Source: an optimization exercise on an open RTL-to-GDS flow (aim: small area, a short achievable clock period and few clock cycles). Production flows keep margins and buffers that such runs may drop. Function was checked by simulation only, so behaviour that the tests miss may differ from the original. Power is estimated from default activity; no workload was simulated.

==> flow/config.mk <==
export PLATFORM = sky130hd
export DESIGN_NAME = xm_bus_top
export DESIGN_NICKNAME = xm_bus_top
export VERILOG_FILES = /design/flow/design.v
export SDC_FILE = /design/flow/constraint.sdc
export NUM_CORES = 4
export LEC_CHECK = 0
export CAP_MARGIN = 20
export CORE_MARGIN = 2
export CORE_UTILIZATION = 40
export SLEW_MARGIN = 20
==> flow/constraint.sdc <==
create_clock -name core_clock -period 5.0 [get_ports {clk}]
set_input_delay 1.0000 -clock core_clock [delete_from_list [all_inputs] [get_ports {clk}]]
set_output_delay 1.0000 -clock core_clock [all_outputs]
set_load 0.01 [all_outputs]
==> flow/design.v <==
package xm_bus_pkg;
	localparam int word_bits = 16;
	localparam int byte_lanes = word_bits / 8;
	typedef enum logic {
		op_read,
		op_write
	} xm_op_e;
	typedef enum logic {
		size_byte,
		size_word
	} xm_size_e;
	typedef enum logic [1:0] {
		st_idle,
		st_read,
		st_write
	} bus_state_e;
	typedef struct packed {
		logic rd_en;
		logic wr_en;
		logic [word_bits-1:0] addr;
		logic [word_bits-1:0] wr_data;
		logic [byte_lanes-1:0] byte_en;
	} bus_req_t;
	typedef struct packed {
		logic done;  
		logic [word_bits-1:0] rd_data;  
	} bus_rsp_t;
endpackage
`timescale 1ns/1ps
module xm_bus_top #(
	parameter int WAIT_STATES = 2,
	parameter int TIMEOUT_CYCLES = 8,
	parameter int MEM_WORDS = 256
) (
	input logic clk,
	input logic reset,
	input logic en,
	input logic op,
	input logic size,
	input logic [15:0] addr,
	input logic [15:0] wr_data,
	output logic ready,
	output logic bad_addr,
	output logic rd_err,
	output logic wr_err,
	output logic [15:0] rd_data
);
	localparam int LB = 3;             
	localparam int NL = 1 << LB;       
	localparam int NH = 256 >> LB;     
	logic [15:0] mem [256];
	logic in_range;
	logic accept;
	logic [7:0] widx;
	logic [7:0] hsel;
	logic [NH-1:0] hdec;
	logic [NL-1:0] ldec;
	assign ready = 1'b1;
	assign bad_addr = size & addr[0];
	assign in_range = (addr[15:9] == 7'd0);
	assign accept = en & !bad_addr & !reset;
	assign widx = addr[8:1];
	always_comb begin
		hdec = '0;
		hdec[widx[7:LB]] = 1'b1;
		ldec = '0;
		ldec[widx[LB-1:0]] = 1'b1;
	end
	always_ff @(posedge clk) begin
		if (reset) begin
			rd_err <= 1'b0;
			wr_err <= 1'b0;
		end else if (accept) begin
			rd_err <= !op & !in_range;
			wr_err <= op & !in_range;
		end
	end
	logic wr_lo;
	logic wr_hi;
	logic [7:0] hi_data;
	assign wr_lo = accept & op & in_range & (size | !addr[0]);
	assign wr_hi = accept & op & in_range & (size | addr[0]);
	assign hi_data = size ? wr_data[15:8] : wr_data[7:0];
	always_ff @(posedge clk) begin
		for (int w = 0; w < 256; w++) begin
			if (wr_lo && hdec[w >> LB] && ldec[w % NL])
				mem[w][7:0] <= wr_data[7:0];
			if (wr_hi && hdec[w >> LB] && ldec[w % NL])
				mem[w][15:8] <= hi_data;
		end
	end
	logic [15:0] cand_d [NL];
	logic [15:0] cand_q [NL];
	always_comb begin
		for (int l = 0; l < NL; l++) begin
			cand_d[l] = '0;
			for (int h = 0; h < NH; h++)
				cand_d[l] = cand_d[l] | (mem[h * NL + l] & {16{hdec[h]}});
		end
	end
	logic rd_acc;
	logic [NL-1:0] sel_lo_q;   
	logic [NL-1:0] sel_hi_q;   
	logic [NL-1:0] sel_w_q;    
	assign rd_acc = accept & !op;
	always_ff @(posedge clk) begin
		if (rd_acc) begin
			for (int l = 0; l < NL; l++)
				cand_q[l] <= cand_d[l];
			sel_lo_q <= ldec & {NL{!addr[0]}};
			sel_hi_q <= ldec & {NL{addr[0]}};
			sel_w_q <= ldec & {NL{size}};
		end
	end
	always_comb begin
		rd_data = '0;
		for (int l = 0; l < NL; l++) begin
			rd_data[7:0] = rd_data[7:0] | (cand_q[l][7:0] & {8{sel_lo_q[l]}})
				| (cand_q[l][15:8] & {8{sel_hi_q[l]}});
			rd_data[15:8] = rd_data[15:8] | (cand_q[l][15:8] & {8{sel_w_q[l]}});
		end
	end
endmodule
==> flow/run.sh <==
#!/bin/bash
# synth_recipe.tcl (not shown) runs the flow's synth.tcl, then flattens the netlist and writes it again
# the make line also repeats each setting of config.mk as NAME=value (left out here)
make -C /OpenROAD-flow-scripts/flow DESIGN_CONFIG=/design/flow/config.mk WORK_HOME=/design/flow/orfs CLKGATE_MAP_FILE= SYNTH_SCRIPT=/design/flow/synth_recipe.tcl finish
==> flow_summary.yaml <==
yosys:
  synthArstFlopShare_pct: 0
  ys.flop_type: "edfxtp_1"
  synth-edff-count: 4248
  ys_seq_area_share_pct: 78.80
  synthesis.nets: 9674
  yosys_warnings: 4
  post_synth.cell_area_avg_sq_um: 16.82
  synth_cell_types: 75
  netlist_instances: 9629
  ys_ff_latch: 4250
  synthesis.area_sq_mm: 0.1619
critical_path:
  cpMaxStageDelayCell: "clkdlybuf4s50_1"
  cp.arrival_ps: 3720
  cp-start-kind: "register"
  max_stage_delay_ps: 680
  crit_path_max_fanout: 2
  rrSetupSlack_ps: 2390
  cp-end-kind: "output port"
  crit_type: "register to output port"
  cp.required_ps: 4000
  path_cells: "a22o_1 -> a221oi_1 -> nand4_1 -> clkdlybuf4s50_1"
clock_network:
  cts_tree: "done"
  path_clk_slew_ps: 60
  clock_latency_ps: 1050
  cts_resized: 0
  cts_root_buf: "clkbuf_16"
  clock_path_buffers: 4
  post_cts_buffers: 0
  clkSinkCount: 4250
  postCtsHoldBufs: 0
  cts_buffers: 426
  htree_levels: 5
cells_and_area:
  multi_input_area_sq_mm: 0.03130
  register_area_sq_mm: 0.1276
  nFillCells: 34020
  drive_gt1_share_pct: 15.83
  synthToLayoutAreaGrowth_pct: 16.11
  fin_nets: 10190
  utilization_pct: 46.66
floorplanning:
  die_w_um: 640.2
  fp.dieH_um: 640.2
  io_pins: 57
  initial_core_util_pct: 40.19
  dieArea_sq_mm: 0.4099
  core_area_sq_mm: 0.4029
  rows: 233
sta:
  max-slew-margin-rel_pct: 17.73
  worstMarginPinSlew_ps: 1203
  slew_violations: 0
  maxClockFrequency_mhz: 211.7
  skew_ps: 70.38
  setup_viol_count_final: 0
  worst_slack_ps: 276.4
  finalHoldViolations: 0
  rsz0062_at_grt: "false"
  fin_crit_ps: 4724
  period_share_pct: 94.47
power_and_ir_drop:
  power.leakage_nw: 58.93
  p_sw_mw: 17.42
  p_int_mw: 58.81
  ir_drop_v: 0.0003141
  power_density_mw_per_mm2: 405.5
  p_comb_share_pct: 6.7
  swShare_pct: 22.85
  power_frac_clock_pct: 41.5
  power_frac_seq_pct: 51.9
global_routing:
  grt_pass1_vias: 95360
  overflow: 0
  grtUsageTotal_pct: 24.95
  grt_max_degree: 161
  antenna_found_initial: 38
  grt_pass1_wl_mm: 732.7
drt:
  first_pass_iters: 10
  vias: 99480
  ant_nets: 0
  finalWirelength_mm: 525.4
  post_drt_wl_per_cell_um: 32.97
  drtIter0Drc: 16740
  drcViolationCount: 0
  via_per_inst: 6.242
job:
  cap_violations: 0
placement:
  gp_congestion: 0.9466
  hpwl_mm: 321.7
  port_buffers: 55
  dp_slack_ps: -387.8
run_status:
  outcome: "no timing/DRC/antenna violations"
hold_path:
  hold_path_class: "input pin to register"
[per-stage QoR]
| step | power, mW | cell area (sq um) | TNS (ps) | hold slack [ps] | cells |
|---|---|---|---|---|---|
| 2_1_floorplan | 42.78 | 162000 | -73240 | 511.2 | 9629 |
| 5_1_grt | 77.98 | 188000 | 0 | 336.6 | 15910 |
| 3_5_place_dp | 45.27 | 174200 | -8823 | 501.2 | 15120 |
| 4_1_cts | 76.36 | 187900 | 0 | 319.3 | 15910 |
| 6_report | 76.23 | 188000 | 0 | 355.7 | 15940 |
| 3_3_place_gp | 45.20 | 174200 | -10210 | 480.3 | 15120 |
[cell usage after synthesis (124+ instances only)]
cell,count,area (sq um)
edfxtp_1,4248,127600
clkbuf_1,621,2331
nor2_1,565,2121
a21oi_1,480,2402
nand2_1,453,1700
a221oi_1,414,3626
a222oi_1,368,3684
o21ai_0,349,1747
a22oi_1,178,1336
a22o_1,175,1533
nand4_1,146,913.4
o22ai_1,144,900.9
mux2_2,139,1565
a21boi_0,134,1006
buf_2,129,645.6
and3_1,128,800.8
mux2i_1,127,1271
a221o_1,124,1241
[state kept, by name (all words and copies together), names as in the netlist]
signal	flops
mem	4096
cand_q	128
sel_hi_q	8
sel_lo_q	8
sel_w_q	8
rd_err	1
wr_err	1
[path summary, 6_finish.rpt]
path | startpoint | end | cells past startpoint
worst max-delay path | cand_q[5][10]$_DFFE_PP_ | rd_data[2] | 4
worst min-delay path | wr_data[5] | mem[202][5]$_DFFE_PP_ | 1
worst max register to register | mem[73][8]$_DFFE_PP_ | cand_q[1][8]$_DFFE_PP_ | 5
worst min register to register | rd_err$_SDFFE_PP0P_ | rd_err$_SDFFE_PP0P_ | 2
[cells by family after synthesis]
logic type,after synthesis,synth area share (%)
AND/OR/NAND/NOR,1393,3.819
other,1,0.002316
flip-flops,4250,78.80
buffers and inverters,826,2.115
XOR/XNOR,4,0.03323
AO/OA/AOI/OAI,2880,13.40
adder cells (fa/ha/maj),8,0.06182
multiplexers,267,1.761
[cells in the final DEF (no fill, tap or decap), types with 175 or more instances in the layout]
cell type,Yosys,final
a222oi_1,368,368
o21ai_0,349,348
nor2_1,565,559
edfxtp_1,4248,4248
nand2_1,453,440
clkbuf_16,0,430
a22o_1,175,175
a21oi_1,480,479
a22oi_1,178,178
buf_4,13,723
a221oi_1,414,414
[final cells by class]
cell class | instances | share of cell area [%]
flip-flops and latches | 4250 | 67.87
multi-input cells | 4553 | 16.65
clock buffers | 509 | 5.881
repair buffers | 902 | 4.525
well taps | 5405 | 3.597
clock inverters | 277 | 1.413
diodes | 30 | 0.03993
inverters | 10 | 0.02196
[worst max-delay path: cells and delay by family (launching register included)]
| kind | cells | cell delay, ps |
|---|---|---|
| compound gates | 2 | 790 |
| buf+inv | 1 | 680 |
| simple gates | 1 | 660 |
| flops | 1 | 580 |
[metal layers]
layer,global-route usage [%],vias to the layer above,share of wire [%]
met4,13.04,38,5.8
met5,0,-,0.048
met2,38.52,6359,46
met1,32.75,50900,37
met3,6.061,1112,11
li1,-,41070,-
[power groups by stage]
stage / combinational [mW] / clock [mW] / sequential (mW)
2_1_floorplan: 2.53 / 0 / 40.2
5_1_grt: 5.28 / 33.2 / 39.5
3_5_place_dp: 4.98 / 0 / 40.3
4_1_cts: 5.00 / 31.8 / 39.5
6_report: 5.07 / 31.6 / 39.5
3_3_place_gp: 4.91 / 0 / 40.3
Testbench counts, summed over its fixed seeds: cycles 12,008.

-- static timing again, ports no longer ideal --
The results above use ideal ports. As a check the final layout listed here was re-extracted and re-timed, cells and wires unchanged. Step 1: set_driving_cell puts a clkbuf_16 on clk and a buf_2 on each other input, an assumption about the parent block. Step 2 moves the port delays by t, midway between the first and last clock arrival at a register: inputs arrive t later, outputs are due t later. That takes back most of the time a late clock gives input paths. a / b / c = ideal ports / drivers / drivers and shift; a / b = the first two.
shift t [ns]: 1.107
slack for setup (ns): 0.276 / 0.181 / -0.414
worst hold slack (ns): 0.356 / 0.317 / 0.513
slew at the worst register clock pin (ns): 0.07 / 0.07
worst slew at a driven data input, ns: 0.30
With both steps, setup timing fails in this run, where it was met with ideal ports. For this run, drivers alone change the setup slack by -0.095 ns; drivers and shift together by -0.690 ns.
